What follows belongs to an exercise in optimizing a design on an open flow for small area; a production flow would make more cautious choices.
The RTL was checked by simulation tests, not by an equivalence proof against the original design.
The flow treats the clock pin as an ideal source, which a real chip does not have.
Power and IR drop assume default switching activity.

**flow/run.sh**
```bash
#!/bin/bash
# The standard layout, with two changes: the ports get the smallest buffer
# (sky130 buf_1) instead of the one buffer_ports picks by default, and clock
# tree synthesis inserts no dummy loads. Every other step is the standard flow's own.
set -euo pipefail
cd "$(dirname "$0")/.."
bash standard.sh \
  "BUFFER_PORTS_ARGS=-buffer_cell sky130_fd_sc_hd__buf_1" \
  "CTS_ARGS=-sink_clustering_enable -repair_clock_nets -dont_use_dummy_load -buf_list sky130_fd_sc_hd__clkbuf_4 -sink_clustering_size 12 -sink_clustering_max_diameter 33" \
  finish > standard.log 2>&1
```
**standard.sh**
```bash
#!/bin/bash
# synth_recipe.tcl (not shown) runs the flow's synth.tcl, then flattens the netlist and writes it again
# the make line also repeats each setting of config.mk as NAME=value (left out here)
make -C /OpenROAD-flow-scripts/flow DESIGN_CONFIG=/design/flow/config.mk WORK_HOME=/design/flow/orfs CLKGATE_MAP_FILE= SYNTH_SCRIPT=/design/flow/synth_recipe.tcl "${@:-finish}"
```
**config.mk**
```make
export PLATFORM = sky130hd
export DESIGN_NAME = mvm_host_ctrl
export DESIGN_NICKNAME = mvm_host_ctrl
export VERILOG_FILES = /design/flow/design.v
export SDC_FILE = /design/flow/constraint.sdc
export NUM_CORES = 4
export LEC_CHECK = 0
export CAP_MARGIN = 20
export CORE_MARGIN = 2
export CORE_UTILIZATION = 85
export SLEW_MARGIN = 20
```
**constraint.sdc**
```tcl
create_clock -name core_clock -period 5.0 [get_ports {clk}]
set_input_delay 1.0000 -clock core_clock [delete_from_list [all_inputs] [get_ports {clk}]]
set_output_delay 1.0000 -clock core_clock [all_outputs]
set_load 0.01 [all_outputs]
```
**design.v**
```verilog
module mvm_host_ctrl #(
   parameter int k       = 8,
   parameter int b       = 8,
   parameter int timeout = 4096
) (
   input  logic                  clk,
   input  logic                  reset,
   input  logic                  cmd_valid,
   output logic                  cmd_ready,
   input  logic [1:0]            cmd_mode,
   input  logic                  in_valid,
   output logic                  in_ready,
   input  logic signed [b-1:0]   in_data,
   output logic                  loadMatrix,
   output logic                  loadVector,
   output logic                  start,
   output logic signed [b-1:0]   data_in,
   input  logic                  done,
   input  logic signed [2*b-1:0] data_out,
   output logic                  res_valid,
   input  logic                  res_ready,
   output logic signed [2*b-1:0] res_data,
   output logic                  res_last,
   output logic                  busy,
   output logic                  err
);
   localparam int NW = k*k + k;       
   localparam int TW = $clog2(timeout);
   typedef enum logic [3:0] {
      S_IDLE    = 4'd0,
      S_ERR     = 4'd1,    
      S_FILL    = 4'd2,
      S_LOAD1   = 4'd3,
      S_STREAM1 = 4'd4,
      S_LOAD2   = 4'd5,
      S_STREAM2 = 4'd6,
      S_START   = 4'd7,
      S_WAIT    = 4'd8,
      S_CAPTURE = 4'd9,
      S_DRAIN   = 4'd10
   } state_t;
   state_t           state_q, state_d;
   logic [1:0]       mode_q;
   logic [TW-1:0]    cnt_q, cnt_d;
   logic [8*NW-1:0]  ch_q;            
   logic             en;
   wire idle    = (state_q == S_IDLE) || (state_q == S_ERR);
   wire fill    = (state_q == S_FILL);
   wire stream  = (state_q == S_STREAM1) || (state_q == S_STREAM2);
   wire capture = (state_q == S_CAPTURE);
   wire drain   = (state_q == S_DRAIN);
   wire waiting = (state_q == S_WAIT);
   wire c_71   = cnt_q[6] & (&cnt_q[2:0]);
   wire c_63   = &cnt_q[5:0];
   wire c_7    = &cnt_q[2:0];
   wire c_tmo  = &cnt_q[TW-1:1];      
   wire fill_last = mode_q[1] ? (mode_q[0] ? c_7 : c_63) : c_71;
   wire first_last = mode_q[0] ? c_7 : c_63;
   always_comb begin
      state_d = state_q;
      case (state_q)
         S_IDLE, S_ERR: if (cmd_valid) state_d = S_FILL;
                        else           state_d = S_IDLE;
         S_FILL:    if (in_valid && fill_last) state_d = S_LOAD1;
         S_LOAD1:   state_d = S_STREAM1;
         S_STREAM1: if (first_last) begin
                       if (mode_q[1]) state_d = S_START;
                       else           state_d = S_LOAD2;
                    end
         S_LOAD2:   state_d = S_STREAM2;
         S_STREAM2: if (c_71) state_d = S_START;
         S_START:   state_d = S_WAIT;
         S_WAIT:    if (done) state_d = S_CAPTURE;
                    else if (c_tmo) state_d = S_ERR;
         S_CAPTURE: if (c_7) state_d = S_DRAIN;
         S_DRAIN:   if (res_ready && c_7) state_d = S_IDLE;
         default:   state_d = S_IDLE;
      endcase
   end
   wire sh_in  = (fill && in_valid) || stream;
   wire sh_res = capture || (drain && res_ready);
   assign en = sh_in || sh_res || idle || waiting || (state_q == S_START);
   wire c_clr = idle || (state_q == S_LOAD1) || (state_q == S_START) || (waiting && done);
   wire c_inc = en;
   always_comb begin
      if (c_clr) cnt_d = '0;
      else       cnt_d = cnt_q + TW'(c_inc);
   end
   always_ff @(posedge clk) begin
      if (reset) state_q <= S_IDLE;
      else       state_q <= state_d;
      cnt_q <= cnt_d;
      if (idle) mode_q <= cmd_mode;
   end
   wire hold = (state_q == S_LOAD1) || (state_q == S_LOAD2)
               || (fill && !in_valid) || (drain && !res_ready);
   logic pol_q;
   always_ff @(posedge clk) begin
      if (reset) pol_q <= 1'b0;
      else       pol_q <= !pol_q;
   end
   wire [7:0] pol8  = {8{pol_q}};
   wire [7:0] hi_p  = data_out[15:8] ^ pol8;
   always_ff @(posedge clk) begin
      ch_q[7:0]                <= ({8{sh_in}} & in_data)
                                | ({8{sh_res}} & data_out[7:0])
                                | ({8{hold}} & ch_q[7:0]);
      ch_q[15:8]               <= ~(((ch_q[7:0] ^ pol8) | {8{hold}})
                                  & (ch_q[15:8] | {8{en}}));
      ch_q[8*k-1:16]           <= ~((ch_q[8*k-9:8] | {8*(k-2){hold}})
                                  & (ch_q[8*k-1:16] | {8*(k-2){en}}));
      ch_q[8*k +: 8]           <= ~(({8{sh_in}} & ch_q[8*(k-1) +: 8])
                                  | ({8{sh_res}} & hi_p)
                                  | ({8{hold}} & ch_q[8*k +: 8]));
      ch_q[8*NW-1:8*(k+1)]     <= ~((ch_q[8*NW-9:8*k] | {8*(NW-k-1){hold}})
                                  & (ch_q[8*NW-1:8*(k+1)] | {8*(NW-k-1){en}}));
   end
   wire t_all = stream && !mode_q[1];
   wire t_mat = stream && (mode_q == 2'd2);
   wire t_vec = stream && (mode_q == 2'd3);
   assign cmd_ready  = idle;
   assign busy       = !idle;
   assign in_ready   = fill;
   assign err        = (state_q == S_ERR);
   assign start      = (state_q == S_START);
   assign loadMatrix = ((state_q == S_LOAD1) && !mode_q[0]) || ((state_q == S_LOAD2) &&  mode_q[0]);
   assign loadVector = ((state_q == S_LOAD1) &&  mode_q[0]) || ((state_q == S_LOAD2) && !mode_q[0]);
   assign data_in    = (({8{t_all}} & ch_q[8*(NW-1) +: 8])
                      | ({8{t_mat}} & ch_q[8*(k*k-1) +: 8])
                      | ({8{t_vec}} & ch_q[8*(k-1) +: 8])) ^ {8{stream && pol_q}};
   assign res_valid  = drain;
   assign res_data   = {ch_q[8*(2*k-1) +: 8], ch_q[8*(k-1) +: 8]} ^ {2{pol8}};
   assign res_last   = drain && c_7;
endmodule
```
==> results of run 1 <==
[routing by layer]
layer  vias to the layer above  track usage, %  routed length, um
met5                         -               0                  0
met3                        64           4.599               1498
met4                         0           8.667                684
li1                       5785               -                  -
met1                      5680           39.33              14160
met2                       316           48.74              16120
[cell type report]
class / count / area [um^2]
inverter: 15 / 56.30
antenna: 1 / 2.502
multi-input combinational: 759 / 4856
sequential: 595 / 11930
tap: 270 / 337.8
clock buffer: 61 / 457.9
fill: 946 / 2166
timing repair buffer: 77 / 425.4
[state kept, by name, summed over array words and instances, names as in the netlist]
name     flops
mode_q       2
state_q      4
ch_q       576
pol_q        1
cnt_q       12
[worst paths after layout]
kind / from / endpoint / slack (ns) / cells after the start
min reg2reg: ch_q[537] / ch_q[545] / 0.40 / 1
max reg2reg: state_q[2] / ch_q[220] / 2.04 / 6
min: ch_q[537] / ch_q[545] / 0.40 / 1
max: pol_q / res_data[15] / 1.65 / 3
[stage by stage]
| step | instances | utilization (%) |
|---|---|---|
| after detailed placement | 1716 | 87.02 |
| after CTS | 1777 | 89.28 |
| final | 1778 | 89.30 |
| after global routing | 1778 | 89.30 |
| after global placement | 1716 | 87.02 |
| after floorplan | 1511 | - |
[Yosys cell counts, types with 3 or more instances]
library cell,n
sky130_fd_sc_hd__xor2_1,39
sky130_fd_sc_hd__nor2_1,45
sky130_fd_sc_hd__buf_2,69
sky130_fd_sc_hd__mux2i_1,8
sky130_fd_sc_hd__nand4_1,4
sky130_fd_sc_hd__buf_4,38
sky130_fd_sc_hd__o22ai_1,562
sky130_fd_sc_hd__xnor2_1,13
sky130_fd_sc_hd__nor2b_1,4
sky130_fd_sc_hd__a222oi_1,16
sky130_fd_sc_hd__nand3_1,7
sky130_fd_sc_hd__o21ai_0,4
sky130_fd_sc_hd__a21oi_1,16
sky130_fd_sc_hd__inv_1,13
sky130_fd_sc_hd__nor3_1,5
sky130_fd_sc_hd__dfxtp_1,593
sky130_fd_sc_hd__buf_1,3
sky130_fd_sc_hd__ha_1,3
sky130_fd_sc_hd__nand2_1,13
sky130_fd_sc_hd__clkbuf_1,32
[power groups by stage]
stage | Combinational, W | Clock (W) | Sequential, W
floorplan | 0.00175 | 0 | 0.00816
global placement | 0.00188 | 0 | 0.00850
detailed placement | 0.00209 | 0 | 0.00868
CTS | 0.00211 | 0.00190 | 0.00861
global route | 0.00237 | 0.00209 | 0.00887
finish | 0.00211 | 0.00188 | 0.00864
[cell families after synthesis]
family | count (synthesis)
AND/OR/NAND/NOR | 88
adder cells (fa/ha/maj) | 3
AO/OA/AOI/OAI | 607
buffers and inverters | 157
XOR/XNOR | 52
flip-flops | 595
multiplexers | 9
==> PnR_summary.wiki, run 1 <==
{| class="wikitable"
! Metric !! Value
|-
| Run status || complete, no violations
|-
| Share of post-route cells with drive strength above 1 || under 10%
|-
| Die W || 147.8 um
|-
| Worst hold-check path type || reg2reg
|-
| DIE AREA || 21850 um^2
|-
| Syn avg cell area || 11.64 um^2
|-
| Clk Tree Root Cell || sky130_fd_sc_hd__clkbuf_4
|-
| Design Power || 0.01263 W
|-
| Highest-count cells in the layout ignoring fill and taps || sky130_fd_sc_hd__dfxtp_1, sky130_fd_sc_hd__o22ai_1, sky130_fd_sc_hd__buf_1, sky130_fd_sc_hd__clkbuf_4, sky130_fd_sc_hd__nor2_1
|-
| Leakage Power || approximately 6.8 nW
|-
| Routability congestion estimate from global placement || 0.8245
|-
| Area after DPL || 17610 um^2
|-
| Top Ports || 65
|-
| Tightest Pin Transition || 0.8986 ns
|-
| Dominant delay contributor by cell family on the critical path || flip-flops
|-
| Most used DFF post-synth || sky130_fd_sc_hd__dfxtp_1
|-
| Final worst path period need || 3.354 ns
|-
| Final net count || 1544
|-
| Main combinational cell family by area after synthesis || compound AO/OA/AOI/OAI gates
|-
| Worst hold slack after final layout || 0.3984 ns
|-
| Combined global-route utilization of all metal layers || 28.96%
|-
| Synthesized-area fraction occupied by ao, oa, aoi and oai cells || 21.85%
|-
| Standard-cell row count || 52
|-
| Detailed-placement wirelength estimate || approximately 19 mm
|-
| CTS Buffer Depth || 3
|-
| Via density per instance || between 6 and 7
|-
| Mux cell area share after synthesis || 0.5195%
|-
| Number of remaining DRC errors || 0
|-
| Setup violations, final || 0
|-
| Clk network pwr share || 14.9%
|-
| Areal power density over the cells || 698.8 nW/um^2
|-
| Share of the yosys chip area belonging to registers || between 60% and 70%
|-
| Longest individual stage delay on the worst path || 0.74 ns
|-
| Worst IR drop on VDD || 0.5215 mV
|-
| Post-CTS setup buffer count || 0
|-
| Setup TNS || 0 ns
|-
| CTS buffer count || 61
|-
| Signed area change from the synthesized netlist to the final layout || 2.776%
|-
| Hold buffers post-CTS || 0
|-
| Average wire per standard cell || 18.26 um
|-
| Library cell occupying the most area in the post-synthesis netlist || sky130_fd_sc_hd__dfxtp_1
|-
| Synthesized-area fraction occupied by adder cells || less than 1%
|-
| Placement Setup Slack || 1.767 ns
|-
| Synth warnings || 1
|-
| Largest net degree at the start of global routing || 221
|-
| Net switching power figure || 0.003896 W
|-
| Clk latency of the worst-skew pair || between 0.7 and 0.8 ns
|-
| Fraction of registers with async set or reset after synthesis || 0%
|-
| CP bufs+invs || 2
|-
| Min setup slack post-route || 1.646 ns
|-
| Post-route cell area || between 15000 and 20000 um^2
|-
| Nature of the critical path endpoint || primary output
|-
| Internal power || a little under 0.009 W
|-
| Synth top area share || 67.53%
|-
| Critical path class || reg2out
|-
| Proportion of power drawn by flip-flops and latches || 68.4%
|-
| Launching element type of the critical path || flop
|-
| 1st-iter DRT viols || around 1000
|-
| Core region area || 20230 um^2
|-
| Share of total power in combinational logic || 16.7%
|-
| TritonRoute pass-1 iters || 7
|-
| Number of clock sinks || 595
|-
| Total wirelength of the detailed-routed design || 32.46 mm
|-
| Worst endpoint required time || 4.00 ns
|-
| Aggregate global routing overflow || 0
|-
| Count of flip-flops with a built-in enable after synthesis || 2
|-
| Net switching share of the total power || 30.85%
|-
| # resized after CTS || 0
|-
| Arrival time at the worst endpoint || between 2 and 2.5 ns
|-
| Count of different cell masters after synthesis || 38
|-
| H-tree lvl count || 2
|-
| Most frequent standard cell in the layout excluding fill and tap cells || sky130_fd_sc_hd__dfxtp_1
|-
| Master of the slowest instance on the critical path || sky130_fd_sc_hd__dfxtp_2
|-
| Vias || ~12000
|-
| Total nets after synthesis || 1546
|-
| Cell Chain, Critical Path || buf_4 > xor2_1 > buf_1
|-
| Initial antenna violation count || 1
|-
| Count of pins over their slew limit || 0
|-
| Fmax || 0.2981 GHz
|-
| RSZ-0062 raised after global routing || no
|-
| Post-DRT Antenna Nets || 0
|-
| Max Fanout on Critical Path || 22
|-
| Post-synth design cell area || 17580 um^2
|-
| Initial standard-cell utilization of the core || 86.88%
|-
| Final hold violations || 0
|-
| Worst slew slack as a fraction of its limit || 40.09%
|-
| Most area-consuming cells after synthesis || sky130_fd_sc_hd__dfxtp_1, sky130_fd_sc_hd__o22ai_1, sky130_fd_sc_hd__buf_2
|-
| Total of max-cap violations || 0
|-
| CTS clk-pin slew, worst paths || between 0.1 and 0.15 ns
|-
| Global-route wire length before repair || 52.79 mm
|-
| Period Utilization, post-route || about two thirds
|-
| Count of port buffers added during placement || 64
|-
| Gate Count Post-Synth || about 1500
|-
| Maximum clock skew at final layout || 0.07027 ns
|-
| Xor and xnor area share after synthesis || 2.591%
|-
| Fraction of the mapped netlist area in simple logic gates || 2.306%
|-
| CTS tree || done
|-
| Via count of the first global-routing pass || 11220
|-
| Synth Register Bits || 595
|-
| Height of the chip || between 100 and 150 um
|}
==> inputs of run 2 (changes only) <==
--- a/flow/run.sh
+++ b/flow/run.sh
@@ -8,3 +8,3 @@
   "BUFFER_PORTS_ARGS=-buffer_cell sky130_fd_sc_hd__buf_1" \
-  "CTS_ARGS=-sink_clustering_enable -repair_clock_nets -dont_use_dummy_load -buf_list sky130_fd_sc_hd__clkbuf_4 -sink_clustering_size 12 -sink_clustering_max_diameter 33" \
+  "CTS_ARGS=-sink_clustering_enable -repair_clock_nets -dont_use_dummy_load -buf_list sky130_fd_sc_hd__clkbuf_4 -sink_clustering_size 12 -sink_clustering_max_diameter 32" \
   finish > standard.log 2>&1
==> PnR_summary.wiki, run 2 <==
{| class="wikitable"
! Metric !! Value
|-
| Run status || complete, no violations
|-
| Routability congestion estimate from global placement || 0.8245 (unchanged)
|-
| Max Fanout on Critical Path || 22 (unchanged)
|-
| Syn avg cell area || 11.64 um^2 (unchanged)
|-
| Final worst path period need || 3.324 ns (-0.03057 ns)
|-
| Peak-usage layer in the global routing report || met2
|-
| Share of total power in combinational logic || 16.5% (-0.2 points)
|-
| Count of port buffers added during placement || 64 (unchanged)
|-
| Post-CTS setup buffer count || 0 (unchanged)
|-
| Proportion of power drawn by flip-flops and latches || 68.0% (-0.4 points)
|-
| Count of pins over their slew limit || 0 (unchanged)
|-
| Placement Setup Slack || 1.767 ns (unchanged)
|-
| Worst endpoint required time || 4.00 ns (about the same)
|-
| Launch point of the worst hold path || ch_q[44]
|-
| Worst hold-check path type || reg2reg
|-
| Final net count || 1550 (+0.39%)
|-
| Nature of the critical path endpoint || primary output
|-
| Maximum clock skew at final layout || 0.07382 ns (+0.003542 ns)
|-
| Top Ports || 65 (unchanged)
|-
| Total wirelength of the detailed-routed design || 32.18 mm (-0.86%)
|-
| Worst slew slack as a fraction of its limit || 39.36% (-0.73 points)
|-
| Fmax || 0.3009 GHz (+0.92%)
|-
| Synth warnings || 1 (unchanged)
|-
| Fraction of registers with async set or reset after synthesis || 0% (unchanged)
|-
| Master of the slowest instance on the critical path || sky130_fd_sc_hd__dfxtp_2
|-
| CTS buffer count || 67 (+9.8%)
|-
| Die W || 147.8 um (unchanged)
|-
| Arrival time at the worst endpoint || 2.32 ns (-0.03 ns)
|-
| Aggregate global routing overflow || 0 (unchanged)
|-
| Gate Count Post-Synth || 1511 (unchanged)
|-
| Count leader, synth || sky130_fd_sc_hd__dfxtp_1
|-
| Most used DFF post-synth || sky130_fd_sc_hd__dfxtp_1
|-
| Final standard cell count with taps included and fillers excluded || 1784 (+0.34%)
|-
| Net switching share of the total power || 30.68% (-0.17 points)
|-
| RSZ-0062 raised after global routing || no
|-
| Post-synth design cell area || 17580 um^2 (unchanged)
|-
| CTS tree || done
|-
| Register ranked first by flip-flop count || ch_q
|-
| Clk latency of the worst-skew pair || 0.70 ns (-0.02 ns)
|-
| Most frequent standard cell in the layout excluding fill and tap cells || sky130_fd_sc_hd__dfxtp_1
|-
| Post-DRT Antenna Nets || 0 (unchanged)
|-
| TritonRoute pass-1 iters || 8 (+1)
|-
| Longest individual stage delay on the worst path || 0.73 ns (about the same)
|-
| Average wire per standard cell || 18.04 um (-1.2%)
|-
| Crit. Startpoint || pol_q
|-
| Met2 Usage GRT || 48.77% (about the same)
|-
| Number of remaining DRC errors || 0 (unchanged)
|-
| Critical path class || reg2out
|-
| Height of the chip || 147.8 um (unchanged)
|-
| Largest net degree at the start of global routing || 221 (unchanged)
|-
| Count of different cell masters after synthesis || 38 (unchanged)
|-
| Destination of the worst hold path || ch_q[52]
|-
| Global-route wire length before repair || 52.59 mm (-0.38%)
|-
| Met3 usage || 5.586% (+0.99 points)
|-
| Standard-cell row count || 52 (unchanged)
|-
| Highest-count cells in the layout ignoring fill and taps || sky130_fd_sc_hd__dfxtp_1, sky130_fd_sc_hd__o22ai_1, sky130_fd_sc_hd__clkbuf_4, sky130_fd_sc_hd__buf_1, sky130_fd_sc_hd__nor2_1
|-
| Count of flip-flops with a built-in enable after synthesis || 2 (unchanged)
|-
| Share of the yosys chip area belonging to registers || 67.87% (unchanged)
|-
| Core region area || 20230 um^2 (unchanged)
|-
| Synth Register Bits || 595 (unchanged)
|-
| Most area-consuming cells after synthesis || sky130_fd_sc_hd__dfxtp_1, sky130_fd_sc_hd__o22ai_1, sky130_fd_sc_hd__buf_2
|-
| Design Power || 0.01268 W (+0.46%)
|-
| Origin of the critical flop-to-flop path || state_q[2]
|-
| Total nets after synthesis || 1546 (unchanged)
|-
| CTS clk-pin slew, worst paths || 0.11 ns (about the same)
|-
| Detailed-placement wirelength estimate || 19.45 mm (unchanged)
|-
| Worst hold path cell count || 1 (unchanged)
|-
| Number of clock sinks || 595 (unchanged)
|-
| Synth top area share || 67.53% (unchanged)
|-
| End of the worst register-to-register path || ch_q[1]
|-
| Total of max-cap violations || 0 (unchanged)
|-
| 1st-iter DRT viols || 904 (-11%)
|-
| Final hold violations || 0 (unchanged)
|-
| Library cell occupying the most area in the post-synthesis netlist || sky130_fd_sc_hd__dfxtp_1
|-
| Hold buffers post-CTS || 0 (unchanged)
|-
| Post-synth top cells || sky130_fd_sc_hd__dfxtp_1, sky130_fd_sc_hd__o22ai_1, sky130_fd_sc_hd__buf_2
|-
| Net switching power figure || 0.003892 W (about the same)
|-
| Placed cell count || 1716 (unchanged)
|-
| Initial standard-cell utilization of the core || 86.88% (unchanged)
|-
| Areal power density over the cells || 700.3 nW/um^2 (+0.21%)
|-
| Global-route met1 utilization || 38.59% (-0.74 points)
|-
| Launching element type of the critical path || flop
|-
| Tightest Pin Transition || 0.9095 ns (+0.01092 ns)
|-
| Min setup slack post-route || 1.676 ns (+0.03057 ns)
|-
| Registers with the highest flip-flop counts || ch_q x576, cnt_q x12, state_q x4
|-
| Clk Tree Root Cell || sky130_fd_sc_hd__clkbuf_4
|-
| Reg2Reg Depth || 7 (+1)
|-
| Via count of the first global-routing pass || 11250 (+0.29%)
|-
| Period Utilization, post-route || 66.48% (-0.61 points)
|-
| CP bufs+invs || 2 (unchanged)
|-
| Leakage Power || 6.813 nW (+0.41%)
|-
| # resized after CTS || 0 (unchanged)
|-
| Vias || 11810 (-0.32%)
|-
| Combined global-route utilization of all metal layers || 29.08% (+0.12 points)
|-
| DIE AREA || 21850 um^2 (unchanged)
|-
| Via density per instance || 6.618 (-0.66%)
|-
| Share of post-route cells with drive strength above 1 || 5.750% (+0.38 points)
|-
| Worst IR drop on VDD || 0.4542 mV (-13%)
|-
| Signed area change from the synthesized netlist to the final layout || 3.032%
|-
| FF-to-FF setup slack || 2.09 ns (+0.05 ns)
|-
| Cell Chain, Critical Path || buf_4 > xor2_1 > buf_1
|-
| Setup TNS || 0 ns (unchanged)
|-
| Clk network pwr share || 15.5% (+0.6 points)
|-
| Setup violations, final || 0 (unchanged)
|-
| Initial antenna violation count || 1 (unchanged)
|-
| Final-layout fill cell count || 930 (-1.7%)
|-
| H-tree lvl count || 3 (+1)
|-
| Max reg flops || 576 (unchanged)
|-
| Internal power || 0.008793 W (+0.71%)
|-
| CTS Buffer Depth || 3 (unchanged)
|-
| Dominant delay contributor by cell family on the critical path || flip-flops
|}
==> run 2: cell counts after synthesis <==
No cell type changed its count.
==> run 2: cells by family after synthesis <==
family | after synthesis | synth area share [%]
buffers and inverters | 157 | 4.655
AOI/OAI and AO/OA | 607 | 21.85
DFF | 595 | 67.87
muxes | 9 | 0.5195
adders and majority gates | 3 | 0.2135
xor gates and xnor gates | 52 | 2.591
and+or+nand+nor | 88 | 2.306
==> run 2: worst max-delay path by stage <==
stage | slack, ns | end | depth (start not counted)
2_1_floorplan | 2.19 | cnt_q[10] | 12
3_3_place_gp | 1.91 | cnt_q[10] | 11
3_5_place_dp | 1.77 | cnt_q[10] | 11
4_1_cts | 1.65 | res_data[15] | 3
5_1_grt | 1.55 | res_data[15] | 3
6_report | 1.68 | res_data[15] | 3
==> run 2: power groups by stage <==
stage	logic, W	clock network [W]	registers, W
final	0.00210	0.00196	0.00862
after global routing	0.00236	0.00219	0.00886
after CTS	0.00210	0.00199	0.00861
after detailed placement	0.00209	0	0.00868
after global placement	0.00188	0	0.00850
after floorplan	0.00175	0	0.00816
==> run 2: worst reg2reg max path: stages (launching register included) <==
cell and delay (ns):
sky130_fd_sc_hd__dfxtp_1 0.66, sky130_fd_sc_hd__nor2b_1 0.30, sky130_fd_sc_hd__o21ai_1 0.14, sky130_fd_sc_hd__o21a_1 0.17, sky130_fd_sc_hd__o22ai_4 0.68, sky130_fd_sc_hd__buf_4 0.56, sky130_fd_sc_hd__a222oi_1 0.22, sky130_fd_sc_hd__inv_1 0.11
==> run 2: per-stage QoR <==
step                hold WS [ns]  area, um^2  utilization [%]
finish                    0.3996       18110            89.52
floorplan                 0.4106       17580                -
global route              0.4047       18110            89.52
global placement          0.4160       17610            87.02
detailed placement        0.4208       17610            87.02
CTS                       0.3985       18110            89.51
==> run 2: layer usage <==
| metal | routed length, um | part of all wire [%] |
|---|---|---|
| met2 | 16110 | 50 |
| met4 | 642 | 2.0 |
| met5 | 0 | 0 |
| met3 | 1534 | 4.8 |
| met1 | 13900 | 43 |
==> run 2: area by class of cell <==
class                   count  area (um^2)  share of cell area [%]
flip-flops and latches    595        11930                   65.88
clock buffers              67        503.0                   2.777
inverters                  15        56.30                  0.3108
multi-input cells         759         4856                   26.81
repair buffers             77        425.4                   2.349
well taps                 270        337.8                   1.865
diodes                      1        2.502                 0.01382
==> inputs of run 3 (changes only) <==
==> flow/run.sh (replaced) <==
#!/bin/bash
# The standard layout, with two changes: the ports get the smallest buffer
# (sky130 buf_1) instead of the one buffer_ports picks by default, and clock
# tree synthesis inserts no dummy loads; after it, a leaf clock buffer whose
# flip-flops would see a slow clock edge is upsized (flow/fix_clk.tcl).
# Every other step is the standard flow's own.
set -euo pipefail
cd "$(dirname "$0")/.."
bash standard.sh \
  "BUFFER_PORTS_ARGS=-buffer_cell sky130_fd_sc_hd__buf_1" \
  "CTS_ARGS=-sink_clustering_enable -repair_clock_nets -dont_use_dummy_load -buf_list sky130_fd_sc_hd__clkbuf_4 -sink_clustering_size 12 -sink_clustering_max_diameter 33" \
  "POST_CTS_TCL=$PWD/flow/fix_clk.tcl" \
  finish > standard.log 2>&1
==> flow/fix_clk.tcl (new file) <==
# Runs at the end of clock tree synthesis (ORFS's POST_CTS_TCL hook).
# A leaf clock buffer whose flip-flop clock pins see a slow edge under the
# placement's estimated parasitics is replaced by the next stronger clock
# buffer, then the placement is legalised again.
set limit_ps 116
estimate_parasitics -placement
set slow [dict create]
foreach pin [all_registers -clock_pins -edge_triggered] {
  set worst 0
  foreach edge {rise fall} {
    foreach a {min max} {
      set s [get_property $pin slew_${a}_$edge]
      set worst [expr {max($worst, [sta::time_ui_sta $s] * 1e12)}]
    }
  }
  if {$worst > $limit_ps} {
    foreach drv [get_pins -of_objects [get_nets -of_objects $pin] -filter "direction==output"] {
      dict set slow [get_full_name [get_cells -of_objects $drv]] $worst
    }
  }
}
foreach name [dict keys $slow] {
  set inst [get_cells $name]
  if {[get_property $inst ref_name] eq "sky130_fd_sc_hd__clkbuf_4"} {
    puts "fix_clk: $name [format %.1f [dict get $slow $name]] ps -> sky130_fd_sc_hd__clkbuf_8"
    replace_cell $inst sky130_fd_sc_hd__clkbuf_8
  }
}
detailed_placement
check_placement -verbose
estimate_parasitics -placement
==> PnR_summary.wiki, run 3 <==
{| class="wikitable"
! Metric !! Value
|-
| Worst IR drop on VDD || 0.5283 mV (+16%)
|-
| Synth warnings || 1 (unchanged)
|-
| TritonRoute pass-1 iters || 7 (-1)
|-
| Most frequent standard cell in the layout excluding fill and tap cells || sky130_fd_sc_hd__dfxtp_1
|-
| Critical path class || reg2out
|-
| Post-synth design cell area || 17580 um^2 (unchanged)
|-
| Arrival time at the worst endpoint || 2.36 ns (+0.04 ns)
|-
| Register ranked first by flip-flop count || ch_q
|-
| Design Power || 0.01271 W (+0.20%)
|-
| Detailed-placement wirelength estimate || 19.45 mm (unchanged)
|-
| Worst endpoint required time || 4.00 ns (about the same)
|-
| DIE AREA || 21850 um^2 (unchanged)
|-
| Worst hold slack after final layout || 0.3969 ns (-0.002684 ns)
|-
| Internal power || 0.008773 W (-0.22%)
|-
| Registers with the highest flip-flop counts || ch_q x576, cnt_q x12, state_q x4
|-
| Signed area change from the synthesized netlist to the final layout || 2.954% (about the same)
|-
| Setup TNS || 0 ns (unchanged)
|-
| Final net count || 1544 (-0.39%)
|-
| Syn avg cell area || 11.64 um^2 (unchanged)
|-
| Areal power density over the cells || 702.2 nW/um^2 (+0.27%)
|-
| Total of max-cap violations || 0 (unchanged)
|-
| Worst slew slack as a fraction of its limit || 39.05% (-0.31 points)
|-
| Via count of the first global-routing pass || 11280 (+0.31%)
|-
| Total wirelength of the detailed-routed design || 32.93 mm (+2.3%)
|-
| Net switching power figure || 0.003937 W (+1.1%)
|-
| Share of post-route cells with drive strength above 1 || 5.375% (-0.38 points)
|-
| Nature of the critical path endpoint || primary output
|-
| Via density per instance || 6.672 (+0.80%)
|-
| Core region area || 20230 um^2 (unchanged)
|-
| Combined global-route utilization of all metal layers || 29.50% (+0.42 points)
|-
| Max Fanout on Critical Path || 22 (unchanged)
|-
| Fmax || 0.2976 GHz (-1.1%)
|-
| Net switching share of the total power || 30.97% (+0.29 points)
|-
| Initial antenna violation count || 1 (unchanged)
|-
| Post-DRT Antenna Nets || 0 (unchanged)
|-
| CTS tree || done
|-
| Vias || 11860 (+0.47%)
|-
| Maximum clock skew at final layout || 0.09037 ns (+0.01655 ns)
|-
| Initial standard-cell utilization of the core || 86.88% (unchanged)
|-
| Max reg flops || 576 (unchanged)
|-
| Top Ports || 65 (unchanged)
|-
| Number of clock sinks || 595 (unchanged)
|-
| CTS clk-pin slew, worst paths || 0.11 ns (about the same)
|-
| Period Utilization, post-route || 67.21% (+0.74 points)
|-
| Share of total power in combinational logic || 16.7% (+0.2 points)
|-
| Most area-consuming cells after synthesis || sky130_fd_sc_hd__dfxtp_1, sky130_fd_sc_hd__o22ai_1, sky130_fd_sc_hd__buf_2
|-
| Library cell occupying the most area in the post-synthesis netlist || sky130_fd_sc_hd__dfxtp_1
|-
| Clk latency of the worst-skew pair || 0.74 ns (+0.04 ns)
|-
| Setup violations, final || 0 (unchanged)
|-
| Fraction of registers with async set or reset after synthesis || 0% (unchanged)
|-
| Aggregate global routing overflow || 0 (unchanged)
|-
| Final hold violations || 0 (unchanged)
|-
| Leakage Power || 6.799 nW (-0.22%)
|-
| Standard-cell row count || 52 (unchanged)
|-
| Count of flip-flops with a built-in enable after synthesis || 2 (unchanged)
|-
| Synth top area share || 67.53% (unchanged)
|-
| Highest-count cells in the layout ignoring fill and taps || sky130_fd_sc_hd__dfxtp_1, sky130_fd_sc_hd__o22ai_1, sky130_fd_sc_hd__buf_1, sky130_fd_sc_hd__clkbuf_4, sky130_fd_sc_hd__nor2_1
|-
| Routability congestion estimate from global placement || 0.8245 (unchanged)
|-
| Largest net degree at the start of global routing || 221 (unchanged)
|-
| Die W || 147.8 um (unchanged)
|-
| Worst hold-check path type || reg2reg
|-
| Count of different cell masters after synthesis || 38 (unchanged)
|-
| Share of the yosys chip area belonging to registers || 67.87% (unchanged)
|-
| Number of remaining DRC errors || 0 (unchanged)
|-
| Count leader, synth || sky130_fd_sc_hd__dfxtp_1
|-
| Tightest Pin Transition || 0.9142 ns (+0.004700 ns)
|-
| Gate Count Post-Synth || 1511 (unchanged)
|-
| Count of pins over their slew limit || 0 (unchanged)
|-
| Global-route wire length before repair || 53.68 mm (+2.1%)
|-
| Proportion of power drawn by flip-flops and latches || 68.1% (about the same)
|-
| Run status || complete, no violations
|-
| Synth Register Bits || 595 (unchanged)
|-
| 1st-iter DRT viols || 1023 (+13%)
|-
| Post-synth top cells || sky130_fd_sc_hd__dfxtp_1, sky130_fd_sc_hd__o22ai_1, sky130_fd_sc_hd__buf_2
|-
| Final worst path period need || 3.361 ns (+0.03675 ns)
|-
| Clk network pwr share || 15.2% (-0.3 points)
|-
| Count of port buffers added during placement || 64 (unchanged)
|-
| RSZ-0062 raised after global routing || no
|-
| Final-layout fill cell count || 937 (+0.75%)
|-
| Most used DFF post-synth || sky130_fd_sc_hd__dfxtp_1
|-
| Height of the chip || 147.8 um (unchanged)
|-
| Share of the core filled with cells in the final layout || 89.45% (about the same)
|-
| Launching element type of the critical path || flop
|-
| Total nets after synthesis || 1546 (unchanged)
|-
| Average wire per standard cell || 18.52 um (+2.7%)
|}
-- run 3: cell families after synthesis --
family	synth area share, %
AOI/OAI and AO/OA	21.85
DFF	67.87
buffers and inverters	4.655
and+or+nand+nor	2.306
xor gates and xnor gates	2.591
muxes	0.5195
adders and majority gates	0.2135
-- run 3: area by class of cell --
type	instances	area, um^2	share of cell area, %
flip-flops and latches	595	11930	65.93
diodes	1	2.502	0.01383
clock buffers	61	489.2	2.703
multi-input cells	759	4856	26.83
well taps	270	337.8	1.866
repair buffers	77	425.4	2.350
inverters	15	56.30	0.3111
-- run 3: metrics by stage --
step	setup WS (ns)	instance area (um^2)	std cells
after detailed placement	1.767	17610	1716
after global routing	1.515	18100	1778
after global placement	1.914	17610	1716
after floorplan	2.194	17580	1511
final	1.640	18100	1778
-- run 3: worst max-delay path, cell delays in order, from the launching register on --
cell                      delay [ns]
sky130_fd_sc_hd__dfxtp_2        0.72
sky130_fd_sc_hd__buf_4          0.48
sky130_fd_sc_hd__xor2_1         0.22
sky130_fd_sc_hd__buf_1          0.22
-- run 3: power groups by stage --
stage,Sequential (W),Combinational (W),Clock [W]
2_1_floorplan,0.00816,0.00175,0
3_3_place_gp,0.00850,0.00188,0
3_5_place_dp,0.00868,0.00209,0
5_1_grt,0.00889,0.00238,0.00214
6_report,0.00865,0.00212,0.00194
-- run 3: per-layer routing --
layer  routed length, um  track usage, %  part of all wire, %  vias to the layer above
met1               14250           39.80                   43                     5688
li1                    -               -                    -                     5794
met4                 602           8.190                  1.8                        0
met5                   0               0                    0                        -
met3                1553           4.383                  4.7                       60
met2               16530           50.47                   50                      320
-- run 3: final timing paths --
path / startpoint / to / slack (ns) / depth (start not counted)
setup / recovery: pol_q / res_data[15] / 1.64 / 3
hold reg to reg: ch_q[289] / ch_q[297] / 0.40 / 1
setup reg to reg: state_q[2] / ch_q[220] / 2.06 / 6
hold / removal: ch_q[289] / ch_q[297] / 0.40 / 1
==> inputs of run 4 (changes only) <==
--- a/flow/run.sh
+++ b/flow/run.sh
@@ -10,3 +10,3 @@
   "BUFFER_PORTS_ARGS=-buffer_cell sky130_fd_sc_hd__buf_1" \
-  "CTS_ARGS=-sink_clustering_enable -repair_clock_nets -dont_use_dummy_load -buf_list sky130_fd_sc_hd__clkbuf_4 -sink_clustering_size 12 -sink_clustering_max_diameter 33" \
+  "CTS_ARGS=-sink_clustering_enable -repair_clock_nets -dont_use_dummy_load -buf_list sky130_fd_sc_hd__clkbuf_4 -sink_clustering_size 12 -sink_clustering_max_diameter 50" \
   "POST_CTS_TCL=$PWD/flow/fix_clk.tcl" \
==> PnR_summary.wiki, run 4 <==
{| class="wikitable"
! Metric !! Value
|-
| Longest individual stage delay on the worst path || 0.77 ns (+0.05 ns)
|-
| Most used DFF post-synth || sky130_fd_sc_hd__dfxtp_1
|-
| Setup violations, final || 0 (unchanged)
|-
| Cell Chain, Critical Path || mux2i_1 > a21oi_1 > xnor2_1 > nor2_1 > buf_1
|-
| Number of clock sinks || 595 (unchanged)
|-
| Min setup slack post-route || 1.633 ns (-0.006140 ns)
|-
| Worst hold-check path type || reg2reg
|-
| Number of remaining DRC errors || 0 (unchanged)
|-
| Total nets after synthesis || 1546 (unchanged)
|-
| Post-synth top cells || sky130_fd_sc_hd__dfxtp_1, sky130_fd_sc_hd__o22ai_1, sky130_fd_sc_hd__buf_2
|-
| Initial standard-cell utilization of the core || 86.88% (unchanged)
|-
| CTS clk-pin slew, worst paths || 0.11 ns (about the same)
|-
| Total of max-cap violations || 0 (unchanged)
|-
| Via density per instance || 6.670 (about the same)
|-
| Global-route wire length before repair || 52.92 mm (-1.4%)
|-
| Total wirelength of the detailed-routed design || 32.72 mm (-0.64%)
|-
| Areal power density over the cells || 703.2 nW/um^2 (+0.14%)
|-
| Routability congestion estimate from global placement || 0.8245 (unchanged)
|-
| Count of flip-flops with a built-in enable after synthesis || 2 (unchanged)
|-
| Vias || 11820 (-0.36%)
|-
| Aggregate global routing overflow || 0 (unchanged)
|-
| Final hold violations || 0 (unchanged)
|-
| 1st-iter DRT viols || 909 (-11%)
|-
| Clk latency of the worst-skew pair || 0.77 ns (+0.03 ns)
|-
| Worst endpoint required time || 4.00 ns (about the same)
|-
| Core region area || 20230 um^2 (unchanged)
|-
| Fmax || 0.2970 GHz (-0.18%)
|-
| Master of the slowest instance on the critical path || sky130_fd_sc_hd__edfxtp_1
|-
| Global-route met1 utilization || 39.87% (+0.067 points)
|-
| Run status || complete, no violations
|-
| Count of pins over their slew limit || 0 (unchanged)
|-
| Highest-count cells in the layout ignoring fill and taps || sky130_fd_sc_hd__dfxtp_1, sky130_fd_sc_hd__o22ai_1, sky130_fd_sc_hd__buf_1, sky130_fd_sc_hd__nor2_1, sky130_fd_sc_hd__xor2_1
|-
| Via count of the first global-routing pass || 11190 (-0.87%)
|-
| Max Fanout on Critical Path || 11 (-50%)
|-
| Average wire per standard cell || 18.47 um (-0.31%)
|-
| Post-synth design cell area || 17580 um^2 (unchanged)
|-
| DIE AREA || 21850 um^2 (unchanged)
|-
| Arrival time at the worst endpoint || 2.37 ns (about the same)
|-
| Final net count || 1538 (-0.39%)
|-
| Met2 Usage GRT || 48.21% (-2.3 points)
|-
| Share of post-route cells with drive strength above 1 || 4.997% (-0.38 points)
|-
| RSZ-0062 raised after global routing || no
|-
| Design Power || 0.01275 W (+0.34%)
|-
| Area after DPL || 17610 um^2 (unchanged)
|-
| Gate Count Post-Synth || 1511 (unchanged)
|-
| Worst IR drop on VDD || 0.4603 mV (-13%)
|-
| Worst slew slack as a fraction of its limit || 37.85% (-1.2 points)
|-
| Largest net degree at the start of global routing || 221 (unchanged)
|-
| Standard-cell row count || 52 (unchanged)
|-
| Final worst path period need || 3.367 ns (+0.006140 ns)
|-
| Die W || 147.8 um (unchanged)
|-
| Share of the yosys chip area belonging to registers || 67.87% (unchanged)
|-
| Height of the chip || 147.8 um (unchanged)
|-
| CTS tree || done
|-
| Post-route cell area || 18140 um^2 (+0.20%)
|-
| Combined global-route utilization of all metal layers || 29.08% (-0.42 points)
|-
| Period Utilization, post-route || 67.33% (+0.12 points)
|-
| Most frequent standard cell in the layout excluding fill and tap cells || sky130_fd_sc_hd__dfxtp_1
|-
| TritonRoute pass-1 iters || 6 (-1)
|-
| Final-layout fill cell count || 925 (-1.3%)
|-
| Launching element type of the critical path || flop
|-
| FF-to-FF setup slack || 2.09 ns (+0.03 ns)
|-
| Synth Register Bits || 595 (unchanged)
|-
| Max reg flops || 576 (unchanged)
|-
| Fraction of registers with async set or reset after synthesis || 0% (unchanged)
|-
| Top Ports || 65 (unchanged)
|-
| Met3 usage || 4.660% (+0.28 points)
|-
| Register ranked first by flip-flop count || ch_q
|-
| Critical path class || reg2out
|-
| Worst hold slack after final layout || 0.3770 ns (-0.01989 ns)
|-
| Nature of the critical path endpoint || primary output
|-
| Placement Setup Slack || 1.767 ns (unchanged)
|-
| Peak-usage layer in the global routing report || met2
|-
| Count of different cell masters after synthesis || 38 (unchanged)
|-
| Most area-consuming cells after synthesis || sky130_fd_sc_hd__dfxtp_1, sky130_fd_sc_hd__o22ai_1, sky130_fd_sc_hd__buf_2
|-
| Sequential cell area in the final layout || 11930 um^2 (unchanged)
|-
| Maximum clock skew at final layout || 0.1033 ns (+0.01290 ns)
|-
| Registers with the highest flip-flop counts || ch_q x576, cnt_q x12, state_q x4
|-
| Tightest Pin Transition || 0.9323 ns (+0.01806 ns)
|-
| Synth top area share || 67.53% (unchanged)
|-
| Leakage Power || 6.805 nW (about the same)
|-
| Library cell occupying the most area in the post-synthesis netlist || sky130_fd_sc_hd__dfxtp_1
|-
| Post-DRT Antenna Nets || 0 (unchanged)
|-
| Synth warnings || 1 (unchanged)
|-
| Detailed-placement wirelength estimate || 19.45 mm (unchanged)
|-
| Area taken by multi-input logic gates || 4856 um^2 (unchanged)
|-
| Signed area change from the synthesized netlist to the final layout || 3.160%
|-
| Syn avg cell area || 11.64 um^2 (unchanged)
|-
| Setup TNS || 0 ns (unchanged)
|-
| Initial antenna violation count || 1 (unchanged)
|-
| Count leader, synth || sky130_fd_sc_hd__dfxtp_1
|-
| Count of port buffers added during placement || 64 (unchanged)
|}
run 4: worst paths after layout:
kind,startpoint,endpoint,cells past startpoint
min,ch_q[333],ch_q[341],1
max reg2reg,state_q[2],ch_q[1],7
max,mode_q[0],data_in[6],5
min reg2reg,ch_q[333],ch_q[341],1
run 4: cells by family (layout without fill, tap and decap cells):
| kind of cell | after synthesis | in the layout | synth area share [%] |
|---|---|---|---|
| other | 0 | 1 | 0 |
| AND/OR/NAND/NOR | 88 | 88 | 2.306 |
| AO/OA/AOI/OAI | 607 | 607 | 21.85 |
| adder cells (fa/ha/maj) | 3 | 3 | 0.2135 |
| buffers and inverters | 157 | 147 | 4.655 |
| multiplexers | 9 | 9 | 0.5195 |
| flip-flops | 595 | 595 | 67.87 |
| XOR/XNOR | 52 | 52 | 2.591 |
run 4: through the flow:
step / utilization [%] / instances
final: 89.63 / 1772
after global routing: 89.63 / 1772
after detailed placement: 87.02 / 1716
after global placement: 87.02 / 1716
after floorplan: - / 1511
run 4: metal layers:
layer | vias up | routed length (um)
met5 | - | 0
met3 | 68 | 1595
met1 | 5667 | 14260
met4 | 0 | 700
li1 | 5792 | -
met2 | 292 | 16160
run 4: layout make-up:
class / count / area share (%)
Clock buffer: 55 / 2.898
Tap cell: 270 / 1.863
Antenna cell: 1 / 0.01380
Multi-Input combinational cell: 759 / 26.77
Sequential cell: 595 / 65.80
Timing Repair Buffer: 77 / 2.346
Inverter: 15 / 0.3105
run 4: worst max-delay path, delay by kind of cell (launching register included):
family | cells | cell delay, ns
AOI/OAI and AO/OA | 1 | 0.13
xor gates and xnor gates | 1 | 0.17
buffers and inverters | 1 | 0.18
DFF | 1 | 0.77
muxes | 1 | 0.29
and+or+nand+nor | 1 | 0.15
run 4: power breakdown:
| part | internal (W) | switching (W) |
|---|---|---|
| Combinational | 0.00102 | 0.00110 |
| Sequential | 0.00715 | 0.00149 |
| Clock | 0.000657 | 0.00134 |
==> inputs of run 5 (changes only) <==
--- a/flow/run.sh
+++ b/flow/run.sh
@@ -10,3 +10,3 @@
   "BUFFER_PORTS_ARGS=-buffer_cell sky130_fd_sc_hd__buf_1" \
-  "CTS_ARGS=-sink_clustering_enable -repair_clock_nets -dont_use_dummy_load -buf_list sky130_fd_sc_hd__clkbuf_4 -sink_clustering_size 12 -sink_clustering_max_diameter 50" \
+  "CTS_ARGS=-sink_clustering_enable -repair_clock_nets -dont_use_dummy_load -buf_list sky130_fd_sc_hd__clkbuf_4 -sink_clustering_size 13 -sink_clustering_max_diameter 40" \
   "POST_CTS_TCL=$PWD/flow/fix_clk.tcl" \
==> PnR_summary.wiki, run 5 <==
{| class="wikitable"
! Metric !! Value
|-
| Run status || complete, no violations
|-
| Standard-cell row count || 52 (unchanged)
|-
| RSZ-0062 raised after global routing || no
|-
| Areal power density over the cells || 717.5 nW/um^2 (+2.0%)
|-
| Registers with the highest flip-flop counts || ch_q x576, cnt_q x12, state_q x4
|-
| Routability congestion estimate from global placement || 0.8245 (unchanged)
|-
| Setup TNS || 0 ns (unchanged)
|-
| Largest net degree at the start of global routing || 221 (unchanged)
|-
| Count of port buffers added during placement || 64 (unchanged)
|-
| CTS clk-pin slew, worst paths || 0.12 ns (about the same)
|-
| Fraction of registers with async set or reset after synthesis || 0% (unchanged)
|-
| Fmax || 0.2965 GHz (-0.18%)
|-
| Crit. Startpoint || mode_q[0]
|-
| Average wire per standard cell || 19.93 um (+7.9%)
|-
| Post-synth design cell area || 17580 um^2 (unchanged)
|-
| Post-DRT Antenna Nets || 0 (unchanged)
|-
| Main combinational cell family by area after synthesis || compound AO/OA/AOI/OAI gates
|-
| Max reg flops || 576 (unchanged)
|-
| CTS tree || done
|-
| Initial standard-cell utilization of the core || 86.88% (unchanged)
|-
| Register ranked first by flip-flop count || ch_q
|-
| Via count of the first global-routing pass || 11390 (+1.8%)
|-
| Top Ports || 65 (unchanged)
|-
| Placement Setup Slack || 1.767 ns (unchanged)
|-
| Number of clock sinks || 595 (unchanged)
|-
| Max Fanout on Critical Path || 11 (unchanged)
|-
| Detailed-placement wirelength estimate || 19.45 mm (unchanged)
|-
| Library cell occupying the most area in the post-synthesis netlist || sky130_fd_sc_hd__dfxtp_1
|-
| DIE AREA || 21850 um^2 (unchanged)
|-
| Worst hold-check path type || reg2reg
|-
| Synth Register Bits || 595 (unchanged)
|-
| Count of pins over their slew limit || 0 (unchanged)
|-
| Height of the chip || 147.8 um (unchanged)
|-
| Count of different cell masters after synthesis || 38 (unchanged)
|-
| Most used DFF post-synth || sky130_fd_sc_hd__dfxtp_1
|-
| Gate Count Post-Synth || 1511 (unchanged)
|-
| Initial antenna violation count || 1 (unchanged)
|-
| Launch point of the worst hold path || ch_q[502]
|-
| Xor and xnor area share after synthesis || 2.591% (unchanged)
|-
| Nature of the critical path endpoint || primary output
|-
| Number of remaining DRC errors || 0 (unchanged)
|-
| Via density per instance || 6.746 (+1.1%)
|-
| Total nets after synthesis || 1546 (unchanged)
|-
| Most frequent standard cell in the layout excluding fill and tap cells || sky130_fd_sc_hd__dfxtp_1
|-
| Highest-count cells in the layout ignoring fill and taps || sky130_fd_sc_hd__dfxtp_1, sky130_fd_sc_hd__o22ai_1, sky130_fd_sc_hd__buf_1, sky130_fd_sc_hd__nor2_1, sky130_fd_sc_hd__xor2_1
|-
| Syn avg cell area || 11.64 um^2 (unchanged)
|-
| Share of the core filled with cells in the final layout || 90.15% (+0.52 points)
|-
| Vias || 11950 (+1.1%)
|-
| Global-route wire length before repair || 56.17 mm (+6.1%)
|-
| Worst hold slack after final layout || 0.3833 ns (+0.006319 ns)
|-
| Final hold violations || 0 (unchanged)
|-
| Final-layout fill cell count || 875 (-5.4%)
|-
| Synthesized-area fraction occupied by adder cells || 0.2135% (unchanged)
|-
| Worst endpoint required time || 4.00 ns (about the same)
|-
| Setup violations, final || 0 (unchanged)
|-
| Origin of the critical flop-to-flop path || state_q[2]
|-
| Share of the yosys chip area belonging to registers || 67.87% (unchanged)
|-
| Aggregate global routing overflow || 0 (unchanged)
|-
| Synthesized-area fraction occupied by ao, oa, aoi and oai cells || 21.85% (unchanged)
|-
| Maximum clock skew at final layout || 0.07994 ns (-0.02333 ns)
|-
| TritonRoute pass-1 iters || 8 (+2)
|-
| Combined global-route utilization of all metal layers || 31.30% (+2.2 points)
|-
| Mux cell area share after synthesis || 0.5195% (unchanged)
|-
| Tightest Pin Transition || 0.9774 ns (+0.04513 ns)
|-
| Arrival time at the worst endpoint || 2.37 ns (about the same)
|-
| Final net count || 1537 (-0.065%)
|-
| Share of post-route cells with drive strength above 1 || 4.933% (-0.063 points)
|-
| Core region area || 20230 um^2 (unchanged)
|-
| Worst IR drop on VDD || 0.4986 mV (+8.3%)
|-
| Post-synth top cells || sky130_fd_sc_hd__dfxtp_1, sky130_fd_sc_hd__o22ai_1, sky130_fd_sc_hd__buf_2
|-
| Total of max-cap violations || 0 (unchanged)
|-
| Clk latency of the worst-skew pair || 0.79 ns (+0.02 ns)
|-
| Min setup slack post-route || 1.627 ns (-0.006040 ns)
|-
| Final worst path period need || 3.373 ns (+0.006040 ns)
|-
| Critical path class || reg2out
|-
| Fraction of the mapped netlist area in simple logic gates || 2.306% (unchanged)
|-
| Period Utilization, post-route || 67.45% (+0.12 points)
|-
| Worst slew slack as a fraction of its limit || 34.84% (-3.0 points)
|-
| Count leader, synth || sky130_fd_sc_hd__dfxtp_1
|-
| Synth warnings || 1 (unchanged)
|-
| Launching element type of the critical path || flop
|-
| Leakage Power || 6.847 nW (+0.62%)
|-
| Count of flip-flops with a built-in enable after synthesis || 2 (unchanged)
|-
| Synth top area share || 67.53% (unchanged)
|-
| 1st-iter DRT viols || 1067 (+17%)
|-
| Most area-consuming cells after synthesis || sky130_fd_sc_hd__dfxtp_1, sky130_fd_sc_hd__o22ai_1, sky130_fd_sc_hd__buf_2
|-
| Total wirelength of the detailed-routed design || 35.29 mm (+7.8%)
|-
| Die W || 147.8 um (unchanged)
|-
| Signed area change from the synthesized netlist to the final layout || 3.757%
|}
[run 5: cell counts after synthesis]
Identical to the previous run, type by type.
[run 5: metrics by stage]
step / std cells / power, W / area [um^2]
2_1_floorplan: 1511 / 0.009915 / 17580
3_3_place_gp: 1716 / 0.01038 / 17610
3_5_place_dp: 1716 / 0.01077 / 17610
5_1_grt: 1771 / 0.01373 / 18240
6_report: 1771 / 0.01309 / 18240
[run 5: worst paths after layout]
kind | slack [ns] | endpoint | depth (start not counted)
setup / recovery | 1.63 | data_in[6] | 5
setup reg to reg | 1.98 | ch_q[70] | 6
hold / removal | 0.38 | ch_q[510] | 1
hold reg to reg | 0.38 | ch_q[510] | 1
[run 5: final cells by class]
cell class                      count  area, um^2  area share, %
Sequential cell                   595       11930          65.42
Clock buffer                       54       630.6          3.457
Tap cell                          270       337.8          1.852
Inverter                           15       56.30         0.3087
Timing Repair Buffer               77       425.4          2.332
Antenna cell                        1       2.502        0.01372
Multi-Input combinational cell    759        4856          26.62
[run 5: layer usage]
metal	up-vias	track usage [%]	part of all wire (%)
met2	332	52.93	50
met4	0	10.14	2.2
li1	5766	-	-
met3	62	5.123	4.7
met1	5787	41.82	43
met5	-	0	0
[run 5: critical path, stage by stage, from the launching register on]
cell	delay, ns
sky130_fd_sc_hd__edfxtp_1	0.78
sky130_fd_sc_hd__mux2i_1	0.29
sky130_fd_sc_hd__a21oi_1	0.11
sky130_fd_sc_hd__xnor2_1	0.17
sky130_fd_sc_hd__nor2_1	0.15
sky130_fd_sc_hd__buf_1	0.19
[run 5: cell families (layout without fill, tap and decap cells)]
family / after synthesis / in the layout
flops: 595 / 595
buf+inv: 157 / 146
fa+ha+maj: 3 / 3
mux: 9 / 9
xor+xnor: 52 / 52
other cells: 0 / 1
compound gates: 607 / 607
simple gates: 88 / 88
[run 5: where the power goes]
group          leakage, nW  switching [W]  internal (W)  total (W)
sequential            5.01        0.00158       0.00716    0.00874
combinational         1.49        0.00115       0.00102    0.00217
clock                0.342        0.00138      0.000798    0.00218
==> inputs of run 6 (changes only) <==
--- a/flow/run.sh
+++ b/flow/run.sh
@@ -10,3 +10,3 @@
   "BUFFER_PORTS_ARGS=-buffer_cell sky130_fd_sc_hd__buf_1" \
-  "CTS_ARGS=-sink_clustering_enable -repair_clock_nets -dont_use_dummy_load -buf_list sky130_fd_sc_hd__clkbuf_4 -sink_clustering_size 13 -sink_clustering_max_diameter 40" \
+  "CTS_ARGS=-sink_clustering_enable -repair_clock_nets -dont_use_dummy_load -buf_list sky130_fd_sc_hd__clkbuf_4 -sink_clustering_size 12 -sink_clustering_max_diameter 40" \
   "POST_CTS_TCL=$PWD/flow/fix_clk.tcl" \
--- a/flow/fix_clk.tcl
+++ b/flow/fix_clk.tcl
@@ -4,3 +4,3 @@
 # buffer, then the placement is legalised again.
-set limit_ps 116
+set limit_ps 118
 estimate_parasitics -placement
==> PnR_summary.wiki, run 6 <==
{| class="wikitable"
! Metric !! Value
|-
| Largest net degree at the start of global routing || 221 (unchanged)
|-
| Synth Register Bits || 595 (unchanged)
|-
| Post-synth design cell area || 17580 um^2 (unchanged)
|-
| Max reg flops || 576 (unchanged)
|-
| Height of the chip || 147.8 um (unchanged)
|-
| Count of port buffers added during placement || 64 (unchanged)
|-
| Aggregate global routing overflow || 0 (unchanged)
|-
| Most used DFF post-synth || sky130_fd_sc_hd__dfxtp_1
|-
| Most area-consuming cells after synthesis || sky130_fd_sc_hd__dfxtp_1, sky130_fd_sc_hd__o22ai_1, sky130_fd_sc_hd__buf_2
|-
| Reg2Reg Depth || 6 (unchanged)
|-
| Fraction of registers with async set or reset after synthesis || 0% (unchanged)
|-
| Post-route cell area || 18070 um^2 (-0.94%)
|-
| Period Utilization, post-route || 66.56% (-0.90 points)
|-
| Vias || 11740 (-1.8%)
|-
| Total of max-cap violations || 0 (unchanged)
|-
| Registers with the highest flip-flop counts || ch_q x576, cnt_q x12, state_q x4
|-
| End of the worst register-to-register path || ch_q[70]
|-
| Clk latency of the worst-skew pair || 0.71 ns (-0.08 ns)
|-
| Most frequent standard cell in the layout excluding fill and tap cells || sky130_fd_sc_hd__dfxtp_1
|-
| Final net count || 1540 (+0.20%)
|-
| Fmax || 0.3005 GHz (+1.3%)
|-
| Count of pins over their slew limit || 0 (unchanged)
|-
| Count leader, synth || sky130_fd_sc_hd__dfxtp_1
|-
| Syn avg cell area || 11.64 um^2 (unchanged)
|-
| Die W || 147.8 um (unchanged)
|-
| Launching element type of the critical path || flop
|-
| Sequential cell area in the final layout || 11930 um^2 (unchanged)
|-
| Run status || complete, no violations
|-
| Leakage Power || 6.780 nW (-0.97%)
|-
| Area after DPL || 17610 um^2 (unchanged)
|-
| TritonRoute pass-1 iters || 6 (-2)
|-
| Standard-cell row count || 52 (unchanged)
|-
| Count of different cell masters after synthesis || 38 (unchanged)
|-
| Library cell occupying the most area in the post-synthesis netlist || sky130_fd_sc_hd__dfxtp_1
|-
| Register ranked first by flip-flop count || ch_q
|-
| Post-synth top cells || sky130_fd_sc_hd__dfxtp_1, sky130_fd_sc_hd__o22ai_1, sky130_fd_sc_hd__buf_2
|-
| Global-route wire length before repair || 52.06 mm (-7.3%)
|-
| Synth top area share || 67.53% (unchanged)
|-
| Highest-count cells in the layout ignoring fill and taps || sky130_fd_sc_hd__dfxtp_1, sky130_fd_sc_hd__o22ai_1, sky130_fd_sc_hd__buf_1, sky130_fd_sc_hd__clkbuf_4, sky130_fd_sc_hd__nor2_1
|-
| Number of remaining DRC errors || 0 (unchanged)
|-
| Arrival time at the worst endpoint || 2.33 ns (-0.04 ns)
|-
| CTS clk-pin slew, worst paths || 0.11 ns (about the same)
|-
| Routability congestion estimate from global placement || 0.8245 (unchanged)
|-
| Tightest Pin Transition || 0.9304 ns (-0.04701 ns)
|-
| Count of flip-flops with a built-in enable after synthesis || 2 (unchanged)
|-
| Detailed-placement wirelength estimate || 19.45 mm (unchanged)
|-
| Final-layout fill cell count || 951 (+8.7%)
|-
| Worst endpoint required time || 4.00 ns (about the same)
|-
| Initial standard-cell utilization of the core || 86.88% (unchanged)
|-
| Worst IR drop on VDD || 0.4613 mV (-7.5%)
|-
| Synth warnings || 1 (unchanged)
|-
| Via count of the first global-routing pass || 11110 (-2.5%)
|-
| FF-to-FF setup slack || 2.08 ns (+0.10 ns)
|-
| Design Power || 0.01261 W (-3.7%)
|-
| DIE AREA || 21850 um^2 (unchanged)
|-
| Average wire per standard cell || 18.08 um (-9.3%)
|-
| Final worst path period need || 3.328 ns (-0.04488 ns)
|-
| Nature of the critical path endpoint || primary output
|-
| 1st-iter DRT viols || 979 (-8.2%)
|-
| Worst slew slack as a fraction of its limit || 37.97% (+3.1 points)
|-
| Longest individual stage delay on the worst path || 0.74 ns (-0.04 ns)
|-
| Gate Count Post-Synth || 1511 (unchanged)
|-
| Maximum clock skew at final layout || 0.08588 ns (+0.005939 ns)
|-
| Post-DRT Antenna Nets || 0 (unchanged)
|-
| Setup TNS || 0 ns (unchanged)
|-
| Destination of the worst hold path || ch_q[411]
|-
| Share of post-route cells with drive strength above 1 || 5.123% (+0.19 points)
|-
| Critical path class || reg2out
|-
| Final hold violations || 0 (unchanged)
|-
| Origin of the critical flop-to-flop path || state_q[2]
|-
| Worst hold path cell count || 1 (unchanged)
|-
| Areal power density over the cells || 697.8 nW/um^2 (-2.7%)
|-
| Worst hold-check path type || reg2reg
|-
| Number of clock sinks || 595 (unchanged)
|-
| Top Ports || 65 (unchanged)
|-
| Total wirelength of the detailed-routed design || 32.08 mm (-9.1%)
|-
| Share of the yosys chip area belonging to registers || 67.87% (unchanged)
|-
| Core region area || 20230 um^2 (unchanged)
|-
| Launch point of the worst hold path || ch_q[403]
|-
| Master of the slowest instance on the critical path || sky130_fd_sc_hd__dfxtp_2
|-
| Total nets after synthesis || 1546 (unchanged)
|-
| Setup violations, final || 0 (unchanged)
|-
| Signed area change from the synthesized netlist to the final layout || 2.783%
|-
| Cell Chain, Critical Path || buf_4 > xor2_1 > buf_1
|-
| RSZ-0062 raised after global routing || no
|-
| Via density per instance || 6.615 (-1.9%)
|-
| CTS tree || done
|-
| Area taken by multi-input logic gates || 4856 um^2 (unchanged)
|-
| Max Fanout on Critical Path || 22 (+11)
|-
| Combined global-route utilization of all metal layers || 28.53% (-2.8 points)
|-
| Initial antenna violation count || 1 (unchanged)
|}
-- run 6: cell counts after synthesis --
Identical to the previous run, type by type.
-- run 6: metrics by stage --
stage	hold slack, ns	std cells	worst slack [ns]	utilization [%]
6_report	0.3906	1774	1.672	89.30
5_1_grt	0.4055	1774	1.558	89.30
3_5_place_dp	0.4208	1716	1.767	87.02
3_3_place_gp	0.4160	1716	1.914	87.02
2_1_floorplan	0.4106	1511	2.194	-
-- run 6: cells by family (layout without fill, tap and decap cells) --
group | after synthesis | after routing | synth area share [%]
AOI/OAI and AO/OA | 607 | 607 | 21.85
xor gates and xnor gates | 52 | 52 | 2.591
adders and majority gates | 3 | 3 | 0.2135
buffers and inverters | 157 | 149 | 4.655
DFF | 595 | 595 | 67.87
muxes | 9 | 9 | 0.5195
other | 0 | 1 | 0
and+or+nand+nor | 88 | 88 | 2.306
-- run 6: final cells by class --
| class | count | area share (%) |
|---|---|---|
| flip-flops and latches | 595 | 66.04 |
| well taps | 270 | 1.870 |
| multi-input cells | 759 | 26.87 |
| diodes | 1 | 0.01385 |
| repair buffers | 77 | 2.354 |
| clock buffers | 57 | 2.541 |
| inverters | 15 | 0.3116 |
-- run 6: per-layer routing --
layer | vias to the layer above | global-route usage [%] | routed length (um)
met5 | - | 0 | 0
met4 | 0 | 8.762 | 695
met3 | 61 | 4.167 | 1372
met2 | 281 | 47.95 | 15880
met1 | 5599 | 38.96 | 14130
li1 | 5794 | - | -
-- run 6: worst max-delay path: cells and delay by family, from the launching register on --
kind	cells	cell delay, ns
flip-flops	1	0.74
XOR/XNOR	1	0.21
buffers and inverters	2	0.68
-- run 6: power by group --
part / internal (W) / leakage (nW) / switching [W]
registers: 0.00715 / 5.01 / 0.00147
logic: 0.00102 / 1.49 / 0.00108
clock network: 0.000566 / 0.275 / 0.00132
-- run 6: worst max path at each step --
| stage | startpoint | endpoint | slack [ns] |
|---|---|---|---|
| 6_report | pol_q | res_data[15] | 1.67 |
| 2_1_floorplan | res_ready | cnt_q[10] | 2.19 |
| 3_3_place_gp | res_ready | cnt_q[10] | 1.91 |
| 3_5_place_dp | res_ready | cnt_q[10] | 1.77 |
| 5_1_grt | pol_q | res_data[15] | 1.56 |
==> inputs of run 7 (changes only) <==
--- a/flow/fix_clk.tcl
+++ b/flow/fix_clk.tcl
@@ -4,3 +4,3 @@
 # buffer, then the placement is legalised again.
-set limit_ps 118
+set limit_ps 116
 estimate_parasitics -placement
==> PnR_summary.wiki, run 7 <==
{| class="wikitable"
! Metric !! Value
|-
| Net switching share of the total power || 30.69% (about the same)
|-
| Count leader, synth || sky130_fd_sc_hd__dfxtp_1
|-
| Worst slew slack as a fraction of its limit || 38.41% (+0.44 points)
|-
| Period Utilization, post-route || 66.61% (about the same)
|-
| Worst hold slack after final layout || 0.3910 ns (+0.0004540 ns)
|-
| Gate Count Post-Synth || 1511 (unchanged)
|-
| Signed area change from the synthesized netlist to the final layout || 2.818% (about the same)
|-
| Count of pins over their slew limit || 0 (unchanged)
|-
| Reg2Reg Depth || 6 (unchanged)
|-
| Max Fanout on Critical Path || 22 (unchanged)
|-
| Total nets after synthesis || 1546 (unchanged)
|-
| Share of total power in combinational logic || 16.6% (about the same)
|-
| Combined global-route utilization of all metal layers || 28.55% (about the same)
|-
| Largest net degree at the start of global routing || 221 (unchanged)
|-
| Min setup slack post-route || 1.670 ns (-0.002680 ns)
|-
| Run status || complete, no violations
|-
| Setup violations, final || 0 (unchanged)
|-
| Critical path class || reg2out
|-
| Maximum clock skew at final layout || 0.08693 ns (+0.001042 ns)
|-
| Post-synth design cell area || 17580 um^2 (unchanged)
|-
| Post-DRT Antenna Nets || 0 (unchanged)
|-
| Total wirelength of the detailed-routed design || 32.08 mm (about the same)
|-
| Placement Setup Slack || 1.767 ns (unchanged)
|-
| Share of the yosys chip area belonging to registers || 67.87% (unchanged)
|-
| Fmax || 0.3003 GHz (about the same)
|-
| Final hold violations || 0 (unchanged)
|-
| Register ranked first by flip-flop count || ch_q
|-
| Syn avg cell area || 11.64 um^2 (unchanged)
|-
| Worst endpoint required time || 4.00 ns (about the same)
|-
| RSZ-0062 raised after global routing || no
|-
| Worst IR drop on VDD || 0.4589 mV (-0.51%)
|-
| Via count of the first global-routing pass || 11100 (-0.099%)
|-
| Destination of the worst hold path || ch_q[411]
|-
| Max reg flops || 576 (unchanged)
|-
| End of the worst register-to-register path || ch_q[70]
|-
| Origin of the critical flop-to-flop path || state_q[2]
|-
| Height of the chip || 147.8 um (unchanged)
|-
| Die W || 147.8 um (unchanged)
|-
| Core region area || 20230 um^2 (unchanged)
|-
| Most area-consuming cells after synthesis || sky130_fd_sc_hd__dfxtp_1, sky130_fd_sc_hd__o22ai_1, sky130_fd_sc_hd__buf_2
|-
| Uppermost layer routed || met4
|-
| CTS tree || done
|-
| Placed cell count || 1716 (unchanged)
|-
| Count of port buffers added during placement || 64 (unchanged)
|-
| Count of different cell masters after synthesis || 38 (unchanged)
|-
| Proportion of power drawn by flip-flops and latches || 68.4% (about the same)
|-
| Leakage Power || 6.783 nW (about the same)
|-
| Worst hold-check path type || reg2reg
|-
| Number of remaining DRC errors || 0 (unchanged)
|}
[run 7: per-stage QoR]
stage / area [um^2] / total power [W] / utilization, %
global placement: 17610 / 0.01038 / 87.02
global route: 18080 / 0.01333 / 89.33
floorplan: 17580 / 0.009915 / -
finish: 18080 / 0.01262 / 89.33
detailed placement: 17610 / 0.01077 / 87.02
[run 7: worst max-delay path by stage]
stage / startpoint / to / slack (ns) / cells after the start
floorplan: res_ready / cnt_q[10] / 2.19 / 12
global route: pol_q / res_data[15] / 1.56 / 3
global placement: res_ready / cnt_q[10] / 1.91 / 11
detailed placement: res_ready / cnt_q[10] / 1.77 / 11
finish: pol_q / res_data[15] / 1.67 / 3
[run 7: kinds of logic after synthesis]
| kind of cell | count (synthesis) | synth area share [%] |
|---|---|---|
| AND/OR/NAND/NOR | 88 | 2.306 |
| multiplexers | 9 | 0.5195 |
| AO/OA/AOI/OAI | 607 | 21.85 |
| flip-flops | 595 | 67.87 |
| buffers and inverters | 157 | 4.655 |
| adder cells (fa/ha/maj) | 3 | 0.2135 |
| XOR/XNOR | 52 | 2.591 |
[run 7: power by group through the flow]
stage | Clock [W] | Sequential [W] | Combinational (W)
2_1_floorplan | 0 | 0.00816 | 0.00175
3_3_place_gp | 0 | 0.00850 | 0.00188
6_report | 0.00189 | 0.00862 | 0.00210
5_1_grt | 0.00210 | 0.00886 | 0.00236
3_5_place_dp | 0 | 0.00868 | 0.00209
[run 7: layout make-up]
type | count | area, um^2 | area share [%]
multi-input cells | 759 | 4856 | 26.86
clock buffers | 57 | 465.4 | 2.575
repair buffers | 77 | 425.4 | 2.353
flip-flops and latches | 595 | 11930 | 66.01
diodes | 1 | 2.502 | 0.01384
well taps | 270 | 337.8 | 1.869
inverters | 15 | 56.30 | 0.3115
[run 7: routing by layer]
| metal | track usage (%) | up-vias |
|---|---|---|
| met3 | 4.198 | 58 |
| met4 | 8.714 | 0 |
| li1 | - | 5780 |
| met1 | 39.11 | 5617 |
| met2 | 47.84 | 284 |
| met5 | 0 | - |
[run 7: worst max-delay path, stage by stage (launching register included)]
cell	delay, ns
sky130_fd_sc_hd__dfxtp_2	0.73
sky130_fd_sc_hd__buf_4	0.48
sky130_fd_sc_hd__xor2_1	0.22
sky130_fd_sc_hd__buf_1	0.21

Check on run 7: ideal ports give 1.670 ns setup slack; a clkbuf_16 on the clock port and buf_2 on the inputs give 1.627 ns; moving port delays by the midpoint clock arrival (0.729 ns) as well gives 1.706 ns.
